What follows belongs to an exercise in optimizing a design on an open flow for small area, a short achievable clock period and few clock cycles per item; a production flow would make more cautious choices.
Power figures rest on the tool's default switching activity, not on a simulated workload.

== rev 12 ==
==> flow/design.v <==
`timescale 1ns/1ps
`default_nettype none
module mul_top
(
  input  wire                          clk,
  input  wire                          rst_n,
  input  wire [5-1:0]    awaddr,
  input  wire                          awvalid,
  output logic                         awready,
  input  wire [31:0]                   wdata,
  input  wire                          wvalid,
  output logic                         wready,
  output logic                         bvalid,
  output logic [1:0]           bresp,
  input  wire                          bready,
  input  wire [5-1:0]    araddr,
  input  wire                          arvalid,
  output logic                         arready,
  output logic                         rvalid,
  output logic [31:0]                  rdata,
  output logic [1:0]           rresp,
  input  wire                          rready
);
  logic [31:0] x;           
  logic        xv;          
  logic [31:0] y;           
  logic [32:0] s;           
  logic [32:0] c;           
  logic        cin;         
  logic [31:0] p_lo;        
  logic        pv;          
  logic [2:0]  da, db;      
  logic [33:0] y3;          
  logic        running;     
  logic        hib;         
  logic        h16;         
  logic [2:0]  cnt;         
  logic        done;        
  logic [31:0] count;
  logic        bv;
  logic        berr;
  logic        rpend;
  logic        rerr;
  logic        sel_x, sel_y, sel_ctrl, sel_lo, sel_hi, sel_cnt;
  logic wr_en;
  logic wr_hit;
  logic start;
  logic x_we;
  logic y_we;
  assign awready = ~running & ~hib & ~bv;
  assign wready  = awready;
  assign wr_en   = awready & awvalid & wvalid;
  always_comb
  begin
    case (awaddr)
      5'h00,
      5'h04,
      5'h08,
      5'h0C,
      5'h10,
      5'h14: wr_hit = 1'b1;
      default:        wr_hit = 1'b0;
    endcase
  end
  assign x_we  = wr_en & (awaddr == 5'h00);
  assign y_we  = wr_en & (awaddr == 5'h04);
  assign start = wr_en & (awaddr == 5'h08) & wdata[0];
  assign bvalid = bv;
  assign bresp  = {berr, 1'b0};
  always_ff @(posedge clk or negedge rst_n)
  begin
    if (!rst_n)
    begin
      bv <= 1'b0;
      xv <= 1'b0;
      y  <= '0;
    end
    else
    begin
      if (wr_en)
        bv <= 1'b1;
      else if (bready)
        bv <= 1'b0;
      if (x_we)
        xv <= 1'b1;
      if (y_we)
        y <= wdata;
    end
  end
  always_ff @(posedge clk)
  begin
    if (wr_en)
      berr <= ~wr_hit;
    if (x_we)
      x <= wdata;
  end
  logic rd_en;
  logic near_end;
  assign near_end = (cnt == 3'd5) | (cnt == 3'd6) | (cnt == 3'd7) | (cnt == 3'd0);
  assign arready  = ~rpend & (~running | near_end);
  assign rd_en    = arready & arvalid;
  assign rvalid   = rpend & ~(sel_lo & running & (cnt != 3'd0))
                          & ~(sel_hi & (running | hib))
                          & ~(sel_cnt & running);
  assign rresp    = {rerr, 1'b0};
  always_ff @(posedge clk or negedge rst_n)
  begin
    if (!rst_n)
      rpend <= 1'b0;
    else if (rd_en)
      rpend <= 1'b1;
    else if (rvalid & rready)
      rpend <= 1'b0;
  end
  always_ff @(posedge clk or negedge rst_n)
  begin
    if (!rst_n)
    begin
      sel_x    <= 1'b0;
      sel_y    <= 1'b0;
      sel_ctrl <= 1'b0;
      sel_lo   <= 1'b0;
      sel_hi   <= 1'b0;
      sel_cnt  <= 1'b0;
      rerr     <= 1'b0;
    end
    else if (rd_en)
    begin
      sel_x    <= (araddr == 5'h00) & xv;
      sel_y    <= (araddr == 5'h04);
      sel_ctrl <= (araddr == 5'h08);
      sel_lo   <= (araddr == 5'h0C) & pv;
      sel_hi   <= (araddr == 5'h10) & pv;
      sel_cnt  <= (araddr == 5'h14);
      rerr     <= ~((araddr == 5'h00) | (araddr == 5'h04) |
                    (araddr == 5'h08) | (araddr == 5'h0C) |
                    (araddr == 5'h10) | (araddr == 5'h14));
    end
  end
  assign rdata = ({32{sel_x}}   & x)
               | ({32{sel_y}}   & y)
               | ({32{sel_lo}}  & p_lo)
               | ({32{sel_hi}}  & s[31:0])
               | ({32{sel_cnt}} & count)
               | {30'd0, sel_ctrl & done, 1'b0};
  function automatic logic [36:0] maj3(input logic [36:0] a, input logic [36:0] b,
                                       input logic [36:0] d);
    maj3 = (a & b) | (a & d) | (b & d);
  endfunction
  logic        step;        
  logic        fin;         
  logic [32:0] s_in;
  logic [36:0] r0, r1, r2, r3;
  logic [36:0] a1, b1, a4, b4;
  logic [3:0]  dn;          
  logic [4:0]  low;
  logic [16:0] hi_lo;       
  logic [16:0] hi_hi;       
  assign step = start | (running & (cnt != 3'd0));
  assign fin  = running & (cnt == 3'd0);
  assign s_in = s & {33{running}};
  assign dn   = x_we ? wdata[3:0] : (x[4*(cnt+3'd1) +: 4] & {4{xv}});
  function automatic logic [2:0] onehot3(input logic [1:0] d);
    onehot3 = {d == 2'd3, d == 2'd2, d == 2'd1};
  endfunction
  always_ff @(posedge clk)
    y3 <= {1'b0, y, 1'b0} + {2'd0, y};
  always_comb
  begin
    r0 = {3'd0, ({34{da[0]}} & {2'd0, y}) | ({34{da[1]}} & {1'd0, y, 1'd0})
              | ({34{da[2]}} & y3)};
    r1 = {1'd0, ({34{db[0]}} & {2'd0, y}) | ({34{db[1]}} & {1'd0, y, 1'd0})
              | ({34{db[2]}} & y3), 2'd0};
    r2 = {4'd0, s_in};
    r3 = {4'd0, c};
    a1 = r0 ^ r1 ^ r2;
    b1 = maj3(r0, r1, r2) << 1;
    a4 = a1 ^ b1 ^ r3;
    b4 = maj3(a1, b1, r3) << 1;
    low    = {1'b0, a4[3:0]} + {1'b0, b4[3:0]} + {4'd0, cin};
    hi_lo  = {1'b0, s[15:0]} + {1'b0, c[15:0]} + {16'd0, cin};
    hi_hi  = s[32:16] + c[32:16] + {16'd0, h16};
  end
  always_ff @(posedge clk or negedge rst_n)
  begin
    if (!rst_n)
    begin
      running <= 1'b0;
      hib     <= 1'b0;
      cnt     <= 3'd0;
      pv      <= 1'b0;
      done    <= 1'b0;
      da      <= 3'd0;
      db      <= 3'd0;
      count   <= '0;
    end
    else
    begin
      if (start)
      begin
        running <= 1'b1;
        pv      <= 1'b1;
        done    <= 1'b1;
      end
      else if (fin)
        running <= 1'b0;
      hib <= fin;
      if (step)
        cnt <= cnt + 3'd1;
      if (x_we | step)
      begin
        da <= onehot3(dn[1:0]);
        db <= onehot3(dn[3:2]);
      end
      count <= count + {31'd0, fin};
      if (rvalid & rready & sel_ctrl)
        done <= 1'b0;
    end
  end
  always_ff @(posedge clk)
  begin
    c   <= step ? b4[36:4] : (c & {33{running}});
    cin <= step ? low[4] : (cin & running);
    h16 <= hi_lo[16];
    if (step)
    begin
      s    <= a4[36:4];
      p_lo <= {low[3:0], p_lo[31:4]};
    end
    else
    begin
      if (fin)
        s[15:0]  <= hi_lo[15:0];
      if (hib)
        s[32:16] <= hi_hi;
    end
  end
endmodule
`default_nettype wire
Settings: LEC_CHECK=0, ABC_CLOCK_PERIOD_IN_PS=2500, CAP_MARGIN=20, CORE_MARGIN=2, CORE_UTILIZATION=40, SETUP_SLACK_MARGIN=2.2, SLEW_MARGIN=20; clock period 5.0 ns.
run.sh (not shown) runs the stock make flow with config.mk's settings and CLKGATE_MAP_FILE= SYNTH_SCRIPT=/design/flow/synth_recipe.tcl, a recipe that flattens the netlist after the stock synthesis.
[inputs] rev 13 vs rev 12
-- flow/design.v --
<<< rev 12, line 30
  logic [31:0] p_lo;        
  logic        pv;          
  logic [2:0]  da, db;      
  logic [33:0] y3;          
  logic        running;     
  logic        hib;         
>>> rev 13, line 30
  logic [31:0] p_lo;        
  logic        pv;          
  logic [3:0]  dq;          
  logic        running;     
  logic        hib;         
<<< rev 12, line 151
  logic        fin;         
  logic [32:0] s_in;
  logic [36:0] r0, r1, r2, r3;
  logic [36:0] a1, b1, a4, b4;
  logic [3:0]  dn;          
  logic [4:0]  low;
  logic [16:0] hi_lo;       
>>> rev 13, line 150
  logic        fin;         
  logic [32:0] s_in;
  logic [36:0] r0, r1, r2, r3, r4, r5;
  logic [36:0] a1, b1, a2, b2, a3, b3, a4, b4;
  logic [4:0]  low;
  logic [16:0] hi_lo;       
<<< rev 12, line 160
  assign fin  = running & (cnt == 3'd0);
  assign s_in = s & {33{running}};
  assign dn   = x_we ? wdata[3:0] : (x[4*(cnt+3'd1) +: 4] & {4{xv}});
  function automatic logic [2:0] onehot3(input logic [1:0] d);
    onehot3 = {d == 2'd3, d == 2'd2, d == 2'd1};
  endfunction
  always_ff @(posedge clk)
    y3 <= {1'b0, y, 1'b0} + {2'd0, y};
  always_comb
  begin
    r0 = {3'd0, ({34{da[0]}} & {2'd0, y}) | ({34{da[1]}} & {1'd0, y, 1'd0})
              | ({34{da[2]}} & y3)};
    r1 = {1'd0, ({34{db[0]}} & {2'd0, y}) | ({34{db[1]}} & {1'd0, y, 1'd0})
              | ({34{db[2]}} & y3), 2'd0};
    r2 = {4'd0, s_in};
    r3 = {4'd0, c};
    a1 = r0 ^ r1 ^ r2;
    b1 = maj3(r0, r1, r2) << 1;
    a4 = a1 ^ b1 ^ r3;
    b4 = maj3(a1, b1, r3) << 1;
    low    = {1'b0, a4[3:0]} + {1'b0, b4[3:0]} + {4'd0, cin};
    hi_lo  = {1'b0, s[15:0]} + {1'b0, c[15:0]} + {16'd0, cin};
>>> rev 13, line 158
  assign fin  = running & (cnt == 3'd0);
  assign s_in = s & {33{running}};
  always_comb
  begin
    r0 = {5'd0, y & {32{dq[0]}}};
    r1 = {4'd0, y & {32{dq[1]}}, 1'd0};
    r2 = {3'd0, y & {32{dq[2]}}, 2'd0};
    r3 = {2'd0, y & {32{dq[3]}}, 3'd0};
    r4 = {4'd0, s_in};
    r5 = {4'd0, c};
    a1 = r0 ^ r1 ^ r2;
    b1 = maj3(r0, r1, r2) << 1;
    a2 = r3 ^ r4 ^ r5;
    b2 = maj3(r3, r4, r5) << 1;
    a3 = a1 ^ b1 ^ a2;
    b3 = maj3(a1, b1, a2) << 1;
    a4 = a3 ^ b3 ^ b2;
    b4 = maj3(a3, b3, b2) << 1;
    low    = {1'b0, a4[3:0]} + {1'b0, b4[3:0]} + {4'd0, cin};
    hi_lo  = {1'b0, s[15:0]} + {1'b0, c[15:0]} + {16'd0, cin};
<<< rev 12, line 191
      pv      <= 1'b0;
      done    <= 1'b0;
      da      <= 3'd0;
      db      <= 3'd0;
      count   <= '0;
    end
>>> rev 13, line 187
      pv      <= 1'b0;
      done    <= 1'b0;
      dq      <= 4'd0;
      count   <= '0;
    end
<<< rev 12, line 208
      if (step)
        cnt <= cnt + 3'd1;
      if (x_we | step)
      begin
        da <= onehot3(dn[1:0]);
        db <= onehot3(dn[3:2]);
      end
      count <= count + {31'd0, fin};
      if (rvalid & rready & sel_ctrl)
>>> rev 13, line 203
      if (step)
        cnt <= cnt + 3'd1;
      if (x_we)
        dq <= wdata[3:0];
      else if (step)
        dq <= x[4*(cnt+3'd1) +: 4] & {4{xv}};
      count <= count + {31'd0, fin};
      if (rvalid & rready & sel_ctrl)
Notes after the runs:
- Rev 13 ended up with sky130_fd_sc_hd__fa_1 as its master of the slowest instance on the critical path; rev 12 ended up with sky130_fd_sc_hd__dfrtp_4.
- Against rev 12 as the reference, rev 13 delivers a lower sequential share of layout area.
- Changes observed in rev 13 relative to rev 12: simple-gate portion of the synthesized area went up by 2.5 points; number of sinks handled by clock tree synthesis has decreased; number of flip-flops and latches moved down.
- Going from rev 12 to rev 13, total number of cells along the worst setup path grows by 6.
- For the smallest setup slack after layout, rev 13 came in 45 ps higher than rev 12 did.
- From rev 12 to rev 13 the numbers moved as follows: number of buffers other than clock buffers in the final layout rose by about 4%, aggregate routed wire length fell by 3300 um, sequential fraction of design power fell by 0.7 points.
- Combinational share of power in rev 13 is 1.6 points below rev 12.
- Lower largest net degree at the start of global routing goes to rev 12 over rev 13.
- Rev 13 vs. rev 12: power went down by about 17%.
- Of rev 13 and rev 12, the lower setup slack on the worst flop-to-flop path belongs to rev 13.
Function was not checked in any run of this note: the RTL went through the layout flow alone.

* * *

mul_top, a different RTL version from the one above (not shown whole).
Size: about 260 flip-flops, ~90 I/O pins, roughly 0.015 sq mm of cells after synthesis.
==> module mul_top, before the edit <==
module mul_top
(
  input  wire                          clk,
  input  wire                          rst_n,
  input  wire [5-1:0]    awaddr,
  input  wire                          awvalid,
  output logic                         awready,
  input  wire [31:0]                   wdata,
  input  wire                          wvalid,
  output logic                         wready,
  output logic                         bvalid,
  output logic [1:0]           bresp,
  input  wire                          bready,
  input  wire [5-1:0]    araddr,
  input  wire                          arvalid,
  output logic                         arready,
  output logic                         rvalid,
  output logic [31:0]                  rdata,
  output logic [1:0]           rresp,
  input  wire                          rready
);
  logic [31:0] x;           
  logic        xv;          
  logic [31:0] y;           
  logic        yv;          
  logic [32:0] s;           
  logic [32:0] c;           
  logic        cin;         
  logic [31:0] p_lo;        
  logic        pv;          
  logic [2:0]  da, db;      
  logic [33:0] y3;          
  logic        running;     
  logic        acc;         
  logic        hib;         
  logic        h16;         
  logic [2:0]  cnt;         
  logic        done;        
  logic [31:0] count;
  logic        bv;
  logic        berr;
  logic        rpend;
  logic        rerr;
  logic        sel_x, sel_y, sel_ctrl, sel_lo, sel_hi, sel_cnt;
  logic wr_en;
  logic wr_hit;
  logic start;
  logic x_we;
  logic y_we;
  assign awready = ~running & ~hib & ~bv;
  assign wready  = awready;
  assign wr_en   = awready & awvalid & wvalid;
  always_comb
  begin
    case (awaddr)
      5'h00,
      5'h04,
      5'h08,
      5'h0C,
      5'h10,
      5'h14: wr_hit = 1'b1;
      default:        wr_hit = 1'b0;
    endcase
  end
  assign x_we  = wr_en & (awaddr == 5'h00);
  assign y_we  = wr_en & (awaddr == 5'h04);
  assign start = wr_en & (awaddr == 5'h08) & wdata[0];
  assign bvalid = bv;
  assign bresp  = {berr, 1'b0};
  always_ff @(posedge clk or negedge rst_n)
  begin
    if (!rst_n)
    begin
      bv <= 1'b0;
      xv <= 1'b0;
      yv <= 1'b0;
    end
    else
    begin
      if (wr_en)
        bv <= 1'b1;
      else if (bready)
        bv <= 1'b0;
      if (x_we)
        xv <= 1'b1;
      if (y_we)
        yv <= 1'b1;
    end
  end
  always_ff @(posedge clk)
  begin
    if (wr_en)
      berr <= ~wr_hit;
    if (x_we)
      x <= wdata;
    if (y_we)
      y <= wdata;
  end
  logic rd_en;
  logic near_end;
  assign near_end = (cnt == 3'd5) | (cnt == 3'd6) | (cnt == 3'd7) | (cnt == 3'd0);
  assign arready  = ~rpend & (~running | near_end);
  assign rd_en    = arready & arvalid;
  assign rvalid   = rpend & ~(sel_lo & running & (cnt != 3'd0))
                          & ~(sel_hi & (running | hib))
                          & ~(sel_cnt & running);
  assign rresp    = {rerr, 1'b0};
  always_ff @(posedge clk or negedge rst_n)
  begin
    if (!rst_n)
      rpend <= 1'b0;
    else if (rd_en)
      rpend <= 1'b1;
    else if (rvalid & rready)
      rpend <= 1'b0;
  end
  always_ff @(posedge clk or negedge rst_n)
  begin
    if (!rst_n)
    begin
      sel_x    <= 1'b0;
      sel_y    <= 1'b0;
      sel_ctrl <= 1'b0;
      sel_lo   <= 1'b0;
      sel_hi   <= 1'b0;
      sel_cnt  <= 1'b0;
      rerr     <= 1'b0;
    end
    else if (rd_en)
    begin
      sel_x    <= (araddr == 5'h00) & xv;
      sel_y    <= (araddr == 5'h04) & yv;
      sel_ctrl <= (araddr == 5'h08);
      sel_lo   <= (araddr == 5'h0C) & pv;
      sel_hi   <= (araddr == 5'h10) & pv;
      sel_cnt  <= (araddr == 5'h14);
      rerr     <= ~((araddr == 5'h00) | (araddr == 5'h04) |
                    (araddr == 5'h08) | (araddr == 5'h0C) |
                    (araddr == 5'h10) | (araddr == 5'h14));
    end
  end
  assign rdata = ({32{sel_x}}   & x)
               | ({32{sel_y}}   & y)
               | ({32{sel_lo}}  & p_lo)
               | ({32{sel_hi}}  & s[31:0])
               | ({32{sel_cnt}} & count)
               | {30'd0, sel_ctrl & done, 1'b0};
  function automatic logic [36:0] maj3(input logic [36:0] a, input logic [36:0] b,
                                       input logic [36:0] d);
    maj3 = (a & b) | (a & d) | (b & d);
  endfunction
  logic        step;        
  logic        fin;         
  logic [32:0] s_in;
  logic [36:0] r0, r1, r2, r3;
  logic [36:0] a1, b1, a4, b4;
  logic [3:0]  dn;          
  logic [4:0]  low;
  logic [16:0] hi_lo;       
  logic [16:0] hi_hi;       
  assign step = start | (running & (cnt != 3'd0));
  assign fin  = running & (cnt == 3'd0);
  assign s_in = s & {33{acc}};
  assign dn   = x_we ? (wdata[3:0] & {4{yv}})
              : y_we ? (x[3:0] & {4{xv}})
              : (x[4*(cnt+3'd1) +: 4] & {4{xv & yv}});
  function automatic logic [2:0] onehot3(input logic [1:0] d);
    onehot3 = {d == 2'd3, d == 2'd2, d == 2'd1};
  endfunction
  always_ff @(posedge clk)
    y3 <= {1'b0, y, 1'b0} + {2'd0, y};
  always_comb
  begin
    r0 = {3'd0, ({34{da[0]}} & {2'd0, y}) | ({34{da[1]}} & {1'd0, y, 1'd0})
              | ({34{da[2]}} & y3)};
    r1 = {1'd0, ({34{db[0]}} & {2'd0, y}) | ({34{db[1]}} & {1'd0, y, 1'd0})
              | ({34{db[2]}} & y3), 2'd0};
    r2 = {4'd0, s_in};
    r3 = {4'd0, c};
    a1 = r0 ^ r1 ^ r2;
    b1 = maj3(r0, r1, r2) << 1;
    a4 = a1 ^ b1 ^ r3;
    b4 = maj3(a1, b1, r3) << 1;
    low    = {1'b0, a4[3:0]} + {1'b0, b4[3:0]} + {4'd0, cin};
    hi_lo  = {1'b0, s[15:0]} + {1'b0, c[15:0]} + {16'd0, cin};
    hi_hi  = s[32:16] + c[32:16] + {16'd0, h16};
  end
  always_ff @(posedge clk or negedge rst_n)
  begin
    if (!rst_n)
    begin
      running <= 1'b0;
      acc     <= 1'b0;
      hib     <= 1'b0;
      cnt     <= 3'd0;
      pv      <= 1'b0;
      done    <= 1'b0;
      da      <= 3'd0;
      db      <= 3'd0;
      count   <= '0;
    end
    else
    begin
      if (start)
        acc <= 1'b1;
      else if (cnt == 3'd7)
        acc <= 1'b0;
      if (start)
      begin
        running <= 1'b1;
        pv      <= 1'b1;
        done    <= 1'b1;
      end
      else if (fin)
        running <= 1'b0;
      hib <= fin;
      if (step)
        cnt <= cnt + 3'd1;
      if (x_we | y_we | step)
      begin
        da <= onehot3(dn[1:0]);
        db <= onehot3(dn[3:2]);
      end
      count <= count + {31'd0, fin};
      if (rvalid & rready & sel_ctrl)
        done <= 1'b0;
    end
  end
  always_ff @(posedge clk)
  begin
    c   <= step ? b4[36:4] : (c & {33{running}});
    cin <= step ? low[4] : (cin & running);
    h16 <= hi_lo[16];
    if (step)
    begin
      s    <= a4[36:4];
      p_lo <= {low[3:0], p_lo[31:4]};
    end
    else
    begin
      if (fin)
        s[15:0]  <= hi_lo[15:0];
      if (hib)
        s[32:16] <= hi_hi;
    end
  end
endmodule
export LEC_CHECK = 0
export ABC_CLOCK_PERIOD_IN_PS = 2500
export CAP_MARGIN = 20
export CORE_MARGIN = 2
export CORE_UTILIZATION = 40
export SETUP_SLACK_MARGIN = 2.2
export SLEW_MARGIN = 20
create_clock -name core_clock -period 5.0 [get_ports {clk}]
standard.sh (not shown) runs the stock make flow with config.mk's settings and CLKGATE_MAP_FILE= SYNTH_SCRIPT=/design/flow/synth_recipe.tcl, a recipe that flattens the netlist after the stock synthesis.
==> flow/flow/run.sh <==
#!/bin/bash
# Standard ORFS layout (the standard.sh, standard synthesis unchanged),
# with two changes to how the layout is made: plain buf_2 cells as the port
# buffers, and clock tree synthesis without dummy loads.
# Each step's full output goes to its own log in this folder.
set -euo pipefail
export BUFFER_PORTS_ARGS="-buffer_cell sky130_fd_sc_hd__buf_2"
export CTS_ARGS="-sink_clustering_enable -repair_clock_nets -dont_use_dummy_load"
bash standard.sh synth > synth.log 2>&1
bash standard.sh floorplan > floorplan.log 2>&1
bash standard.sh place > place.log 2>&1
bash standard.sh cts > cts.log 2>&1
bash standard.sh route > route.log 2>&1
bash standard.sh finish > finish.log 2>&1
Then changed:
--- a/flow/design.v
+++ b/flow/design.v
@@ -29,10 +29,9 @@
   logic [32:0] c;           
   logic        cin;         
   logic [31:0] p_lo;        
   logic        pv;          
-  logic [2:0]  da, db;      
-  logic [33:0] y3;          
+  logic [3:0]  dq;          
   logic        running;     
   logic        acc;         
   logic        hib;         
   logic        h16;         
@@ -153,38 +152,33 @@
   endfunction
   logic        step;        
   logic        fin;         
   logic [32:0] s_in;
-  logic [36:0] r0, r1, r2, r3;
-  logic [36:0] a1, b1, a4, b4;
-  logic [3:0]  dn;          
+  logic [36:0] r0, r1, r2, r3, r4, r5;
+  logic [36:0] a1, b1, a2, b2, a3, b3, a4, b4;
   logic [4:0]  low;
   logic [16:0] hi_lo;       
   logic [16:0] hi_hi;       
   assign step = start | (running & (cnt != 3'd0));
   assign fin  = running & (cnt == 3'd0);
   assign s_in = s & {33{acc}};
-  assign dn   = x_we ? (wdata[3:0] & {4{yv}})
-              : y_we ? (x[3:0] & {4{xv}})
-              : (x[4*(cnt+3'd1) +: 4] & {4{xv & yv}});
-  function automatic logic [2:0] onehot3(input logic [1:0] d);
-    onehot3 = {d == 2'd3, d == 2'd2, d == 2'd1};
-  endfunction
-  always_ff @(posedge clk)
-    y3 <= {1'b0, y, 1'b0} + {2'd0, y};
   always_comb
   begin
-    r0 = {3'd0, ({34{da[0]}} & {2'd0, y}) | ({34{da[1]}} & {1'd0, y, 1'd0})
-              | ({34{da[2]}} & y3)};
-    r1 = {1'd0, ({34{db[0]}} & {2'd0, y}) | ({34{db[1]}} & {1'd0, y, 1'd0})
-              | ({34{db[2]}} & y3), 2'd0};
-    r2 = {4'd0, s_in};
-    r3 = {4'd0, c};
+    r0 = {5'd0, y & {32{dq[0]}}};
+    r1 = {4'd0, y & {32{dq[1]}}, 1'd0};
+    r2 = {3'd0, y & {32{dq[2]}}, 2'd0};
+    r3 = {2'd0, y & {32{dq[3]}}, 2'd0, cin};    
+    r4 = {4'd0, s_in};
+    r5 = {4'd0, c};
     a1 = r0 ^ r1 ^ r2;
     b1 = maj3(r0, r1, r2) << 1;
-    a4 = a1 ^ b1 ^ r3;
-    b4 = maj3(a1, b1, r3) << 1;
-    low    = {1'b0, a4[3:0]} + {1'b0, b4[3:0]} + {4'd0, cin};
+    a2 = r3 ^ r4 ^ r5;
+    b2 = maj3(r3, r4, r5) << 1;
+    a3 = a1 ^ b1 ^ a2;
+    b3 = maj3(a1, b1, a2) << 1;
+    a4 = a3 ^ b3 ^ b2;
+    b4 = maj3(a3, b3, b2) << 1;
+    low    = {1'b0, a4[3:0]} + {1'b0, b4[3:0]};
     hi_lo  = {1'b0, s[15:0]} + {1'b0, c[15:0]} + {16'd0, cin};
     hi_hi  = s[32:16] + c[32:16] + {16'd0, h16};
   end
   always_ff @(posedge clk or negedge rst_n)
@@ -196,10 +190,9 @@
       hib     <= 1'b0;
       cnt     <= 3'd0;
       pv      <= 1'b0;
       done    <= 1'b0;
-      da      <= 3'd0;
-      db      <= 3'd0;
+      dq      <= 4'd0;
       count   <= '0;
     end
     else
     begin
@@ -217,13 +210,14 @@
         running <= 1'b0;
       hib <= fin;
       if (step)
         cnt <= cnt + 3'd1;
-      if (x_we | y_we | step)
-      begin
-        da <= onehot3(dn[1:0]);
-        db <= onehot3(dn[3:2]);
-      end
+      if (x_we)
+        dq <= wdata[3:0] & {4{yv}};
+      else if (y_we)
+        dq <= x[3:0] & {4{xv}};
+      else if (step)
+        dq <= x[4*(cnt+3'd1) +: 4] & {4{xv & yv}};
       count <= count + {31'd0, fin};
       if (rvalid & rready & sel_ctrl)
         done <= 1'b0;
     end
The changed run produced a clean layout.
Global-route usage went up by 0.43 points.
Sequential power went down by about 14%.
Non-clock buffer count went up by 13.
Sequential share of layout area went down by 2.9 points.
Cell area went down by 3.4%.
Total power went down by about 22%.
Function was not checked in any run of this note: the RTL went through the layout flow alone.

[what the ideal ports hide]
In the flow no input, the clock included, has a driving cell. The finished layouts below were timed again as built, in two steps.
Step 1 sets driving cells, clkbuf_16 on the clock port and buf_2 on the other inputs (assumed; they add their load-dependent delay and slew).
Step 2, shift: input delay + t, output delay - t, t = (earliest + latest rising clock arrival at the registers) / 2. This alone moves slack from input paths to output paths.
a / b / c = ideal / step 1 / step 2; a / b = the first two.
| run | shift t [ns] | setup WS [ns] | hold slack, ns |
|---|---|---|---|
| rev 12 | 0.596 | 2.030 / 1.980 / 1.729 | 0.460 / 0.460 / 0.460 |
| rev 13 | 0.613 | 2.075 / 2.025 / 1.651 | 0.459 / 0.459 / 0.459 |
| the first run of note 2 | 0.599 | 2.032 / 1.980 / 1.793 | 0.459 / 0.459 / 0.459 |
| the second run of note 2 | 0.573 | 1.978 / 1.978 / 1.632 | 0.458 / 0.458 / 0.458 |
After both steps setup and hold are still met in every run listed. The setup slack of rev 13, which loses most, moves by -0.050 ns with the drivers and by -0.424 ns with both steps.
